What follows belongs to an exercise in optimizing a design on an open flow for small area and a short achievable clock period; a production flow would make more cautious choices.
Function was checked by simulation only, so behaviour that the tests miss may differ from the original.
The flow treats the clock pin as an ideal source. Dropping or thinning the clock tree relies on that and would not hold on a real chip.
Power figures rest on the tool's default switching activity, not on a simulated workload.

## router
module router #(
    parameter router_pkg::coord_t cur_x = '0,
    parameter router_pkg::coord_t cur_y = '0
) (
    input  logic              clk,
    input  logic              rst,
    input  router_pkg::flit_t in_xpos,
    input  logic              in_xpos_valid,
    input  router_pkg::flit_t in_ypos,
    input  logic              in_ypos_valid,
    input  router_pkg::flit_t inject_xpos,
    input  logic              inject_xpos_valid,
    input  router_pkg::flit_t inject_ypos,
    input  logic              inject_ypos_valid,
    output router_pkg::flit_t out_xpos,
    output logic              out_xpos_valid,
    output router_pkg::flit_t out_ypos,
    output logic              out_ypos_valid,
    output router_pkg::flit_t eject_xpos,
    output logic              eject_xpos_valid,
    output router_pkg::flit_t eject_ypos,
    output logic              eject_ypos_valid
);
For scale: roughly 110000 um2 of cells after synthesis.
==> module flit_queue, before the edit <==
module flit_queue #(
    parameter int width      = 81,
    parameter int tag_w      = 1,
    parameter int depth      = 8,
    parameter bit free_write = 0
) (
    input  logic             clk,
    input  logic             rst,
    input  logic [width-1:0] wr_data,
    input  logic [tag_w-1:0] wr_tag,
    input  logic             wr_en,
    input  logic             wr_en_next,
    input  logic             rd_en,
    output logic [width-1:0] rd_data,
    output logic [tag_w-1:0] head_tag,
    output logic             not_empty_next,
    output logic [tag_w-1:0] head_tag_next,
    output logic             not_empty,
    output logic             full,
    output logic             almost_full
);
    logic [width-1:0] mem [depth];
    logic [tag_w-1:0] tag [depth];
    logic [depth-1:0] wr_oh;
    logic [depth-1:0] rd_oh;
    logic [depth-1:0] rd_oh_next;
    logic [depth-1:0] rd_oh_d;
    logic [depth-1:0] rd_oh_m;
    logic [depth:0]   occ;
    logic             do_wr;
    logic             do_rd;
    logic [depth-1:0] wr_oh_d;
    logic [depth:0]   occ_d;
    logic [depth-1:0] wsel;
    logic [tag_w-1:0] next_tag;
    assign do_wr = free_write ? (wr_en && !full) : wr_en;
    assign do_rd = rd_en && not_empty;
    assign not_empty   = !occ[0];
    assign full        = occ[depth];
    assign almost_full = occ[depth-1];
    assign rd_oh_next = {rd_oh[depth-2:0], rd_oh[depth-1]};
    always_comb begin
        next_tag = '0;
        for (int i = 0; i < depth; i++) begin
            next_tag = next_tag | (tag[i] & {tag_w{rd_oh_next[i]}});
        end
    end
    assign rd_oh_d = do_rd ? rd_oh_next : rd_oh;
    assign wr_oh_d = do_wr ? {wr_oh[depth-2:0], wr_oh[depth-1]} : wr_oh;
    always_comb begin
        if (do_rd) begin
            occ_d = do_wr ? occ : {1'b0, occ[depth:1]};
        end else begin
            occ_d = do_wr ? {occ[depth-1:0], 1'b0} : occ;
        end
    end
    always_ff @(posedge clk) begin
        if (rst) begin
            wr_oh <= depth'(1);
            rd_oh   <= depth'(1);
            rd_oh_m <= '0;
            occ   <= (depth + 1)'(1);
            wsel  <= free_write ? depth'(1) : '0;
        end else begin
            wr_oh <= wr_oh_d;
            rd_oh   <= rd_oh_d;
            rd_oh_m <= rd_oh_d & {depth{!occ_d[0]}};
            occ   <= occ_d;
            wsel  <= wr_oh_d & {depth{free_write ? !occ_d[depth] : wr_en_next}};
        end
    end
    assign not_empty_next = !rst && !occ_d[0];
    always_comb begin
        if (do_wr && (occ[0] || (occ[1] && do_rd))) begin
            head_tag_next = wr_tag;
        end else if (do_rd) begin
            head_tag_next = next_tag;
        end else begin
            head_tag_next = head_tag;
        end
    end
    always_ff @(posedge clk) begin
        head_tag <= head_tag_next;
    end
    for (genvar i = 0; i < depth; i++) begin : g_slot
        always_ff @(posedge clk) begin
            if (wsel[i]) begin
                mem[i] <= wr_data;
                tag[i] <= wr_tag;
            end
        end
    end
    localparam int lo_w = width / 2;
    always_comb begin
        rd_data = '0;
        for (int i = 0; i < depth; i++) begin
            rd_data[lo_w-1:0] = rd_data[lo_w-1:0] |
                                (mem[i][lo_w-1:0] & {lo_w{rd_oh[i]}});
            rd_data[width-1:lo_w] = rd_data[width-1:lo_w] |
                                    (mem[i][width-1:lo_w] & {(width-lo_w){rd_oh_m[i]}});
        end
    end
endmodule
==> flow/config.mk <==
export PLATFORM = sky130hd
export DESIGN_NAME = router
export DESIGN_NICKNAME = router
export VERILOG_FILES = /design/flow/design.v
export SDC_FILE = /design/flow/constraint.sdc
export NUM_CORES = 4
export LEC_CHECK = 0
export CAP_MARGIN = 20
export CORE_MARGIN = 2
export CORE_UTILIZATION = 65
export MAX_ROUTING_LAYER = met4
export SETUP_SLACK_MARGIN = 2.6
export SLEW_MARGIN = 20
==> flow/constraint.sdc <==
create_clock -name core_clock -period 4.5 [get_ports {clk}]
set_input_delay 0.9000 -clock core_clock [delete_from_list [all_inputs] [get_ports {clk}]]
set_output_delay 0.9000 -clock core_clock [all_outputs]
set_load 0.01 [all_outputs]
standard.sh (not shown) runs the stock make flow with config.mk's settings and CLKGATE_MAP_FILE= SYNTH_SCRIPT=/design/flow/synth_recipe.tcl, a recipe that flattens the netlist after the stock synthesis.
==> flow/flow/run.sh <==
#!/bin/bash
# Standard ORFS layout with a few changes to how it is made:
#  - port buffers are plain buffers rather than the resizer's default pick
#  - the clock tree is a three-level tree built by flow/cts_hook.tcl in
#    place of TritonCTS (four root buffers fed by the clock port, sixteen
#    mid buffers, leaf buffers of at most 26 flip-flops each)
#  - before timing repair at that step, output-port flip-flops get their
#    other loads split off behind a buffer and their port buffers moved next
#    to them (flow/split_loads.tcl)
#  - timing repair may resize a cell to a different footprint
# make's full output (every tool it runs) goes to flow_make.log here; ORFS
# also keeps each step's own log under orfs/logs.
set -euo pipefail
export BUFFER_PORTS_ARGS="-buffer_cell sky130_fd_sc_hd__buf_2"
export PRE_CTS_TCL="$PWD/flow/cts_hook.tcl"
bash standard.sh MATCH_CELL_FOOTPRINT=0 finish > flow_make.log 2>&1
Other scripts of this flow, unchanged in this note and not shown: flow/flow/cts_hook.tcl, flow/flow/manual_cts.tcl, flow/flow/split_loads.tcl
Edit:
--- a/flow/design.v
+++ b/flow/design.v
@@ -37,10 +37,8 @@
     logic [tag_w-1:0] tag [depth];
     logic [depth-1:0] wr_oh;
     logic [depth-1:0] rd_oh;
     logic [depth-1:0] rd_oh_next;
-    logic [depth-1:0] rd_oh_d;
-    logic [depth-1:0] rd_oh_m;
     logic [depth:0]   occ;
     logic             do_wr;
     logic             do_rd;
     logic [depth-1:0] wr_oh_d;
@@ -58,9 +56,8 @@
         for (int i = 0; i < depth; i++) begin
             next_tag = next_tag | (tag[i] & {tag_w{rd_oh_next[i]}});
         end
     end
-    assign rd_oh_d = do_rd ? rd_oh_next : rd_oh;
     assign wr_oh_d = do_wr ? {wr_oh[depth-2:0], wr_oh[depth-1]} : wr_oh;
     always_comb begin
         if (do_rd) begin
             occ_d = do_wr ? occ : {1'b0, occ[depth:1]};
@@ -70,16 +67,16 @@
     end
     always_ff @(posedge clk) begin
         if (rst) begin
             wr_oh <= depth'(1);
-            rd_oh   <= depth'(1);
-            rd_oh_m <= '0;
+            rd_oh <= depth'(1);
             occ   <= (depth + 1)'(1);
             wsel  <= free_write ? depth'(1) : '0;
         end else begin
             wr_oh <= wr_oh_d;
-            rd_oh   <= rd_oh_d;
-            rd_oh_m <= rd_oh_d & {depth{!occ_d[0]}};
+            if (do_rd) begin
+                rd_oh <= rd_oh_next;
+            end
             occ   <= occ_d;
             wsel  <= wr_oh_d & {depth{free_write ? !occ_d[depth] : wr_en_next}};
         end
     end
@@ -103,16 +100,12 @@
                 tag[i] <= wr_tag;
             end
         end
     end
-    localparam int lo_w = width / 2;
     always_comb begin
         rd_data = '0;
         for (int i = 0; i < depth; i++) begin
-            rd_data[lo_w-1:0] = rd_data[lo_w-1:0] |
-                                (mem[i][lo_w-1:0] & {lo_w{rd_oh[i]}});
-            rd_data[width-1:lo_w] = rd_data[width-1:lo_w] |
-                                    (mem[i][width-1:lo_w] & {(width-lo_w){rd_oh_m[i]}});
+            rd_data = rd_data | (mem[i] & {width{rd_oh[i]}});
         end
     end
 endmodule
 `timescale 1ns/10ps
After rerunning: The new run completed with no timing, DRC or antenna violations. Utilization came out higher by 1.4 points. Routed wire length went up by about 13%. Worst setup slack loses 28 ps. Register-to-register slack loses 40 ps. Clock skew went down by 4.7 ps. Design area goes up by about 0.7%. Synthesized area shrinks by about 0.8%. Die area shrinks by 0.82%. Sequential share of layout area is lower by 1.1 points. Combinational power goes up by 15%. Final cell count barely changes. Clock power hardly moves.
No run of this note takes its clock network from TritonCTS; it comes from the design's own scripts or RTL.

[static timing again, ports no longer ideal]
Ports are ideal in the flow. The routed layouts listed here were re-timed in OpenROAD. Step 1 sets driving cells, clkbuf_16 on the clock port and buf_2 on the other inputs (assumed; they add their load-dependent delay and slew). Step 2 also shifts input and output timing later by t, the mid clock arrival at the registers, as if the neighbouring blocks saw the same clock. a / b / c = ideal / step 1 / step 2; a / b = the first two.
| run | t, ns | setup WS [ns] | clock arrival spread, ns | worst data-port slew with drivers (ns) | pins driven straight from the clock port |
|---|---|---|---|---|---|
| the first run | 0.742 | 2.532 / 2.329 / 1.777 | 0.052 / 0.051 | 0.28 | 4 |
| the second run | 0.750 | 2.505 / 2.292 / 1.813 | 0.047 / 0.046 | 0.36 | 4 |
After both steps every run listed still meets setup and hold. The setup slack of the first run, which loses most, moves by -0.203 ns with the drivers and by -0.755 ns with both steps.
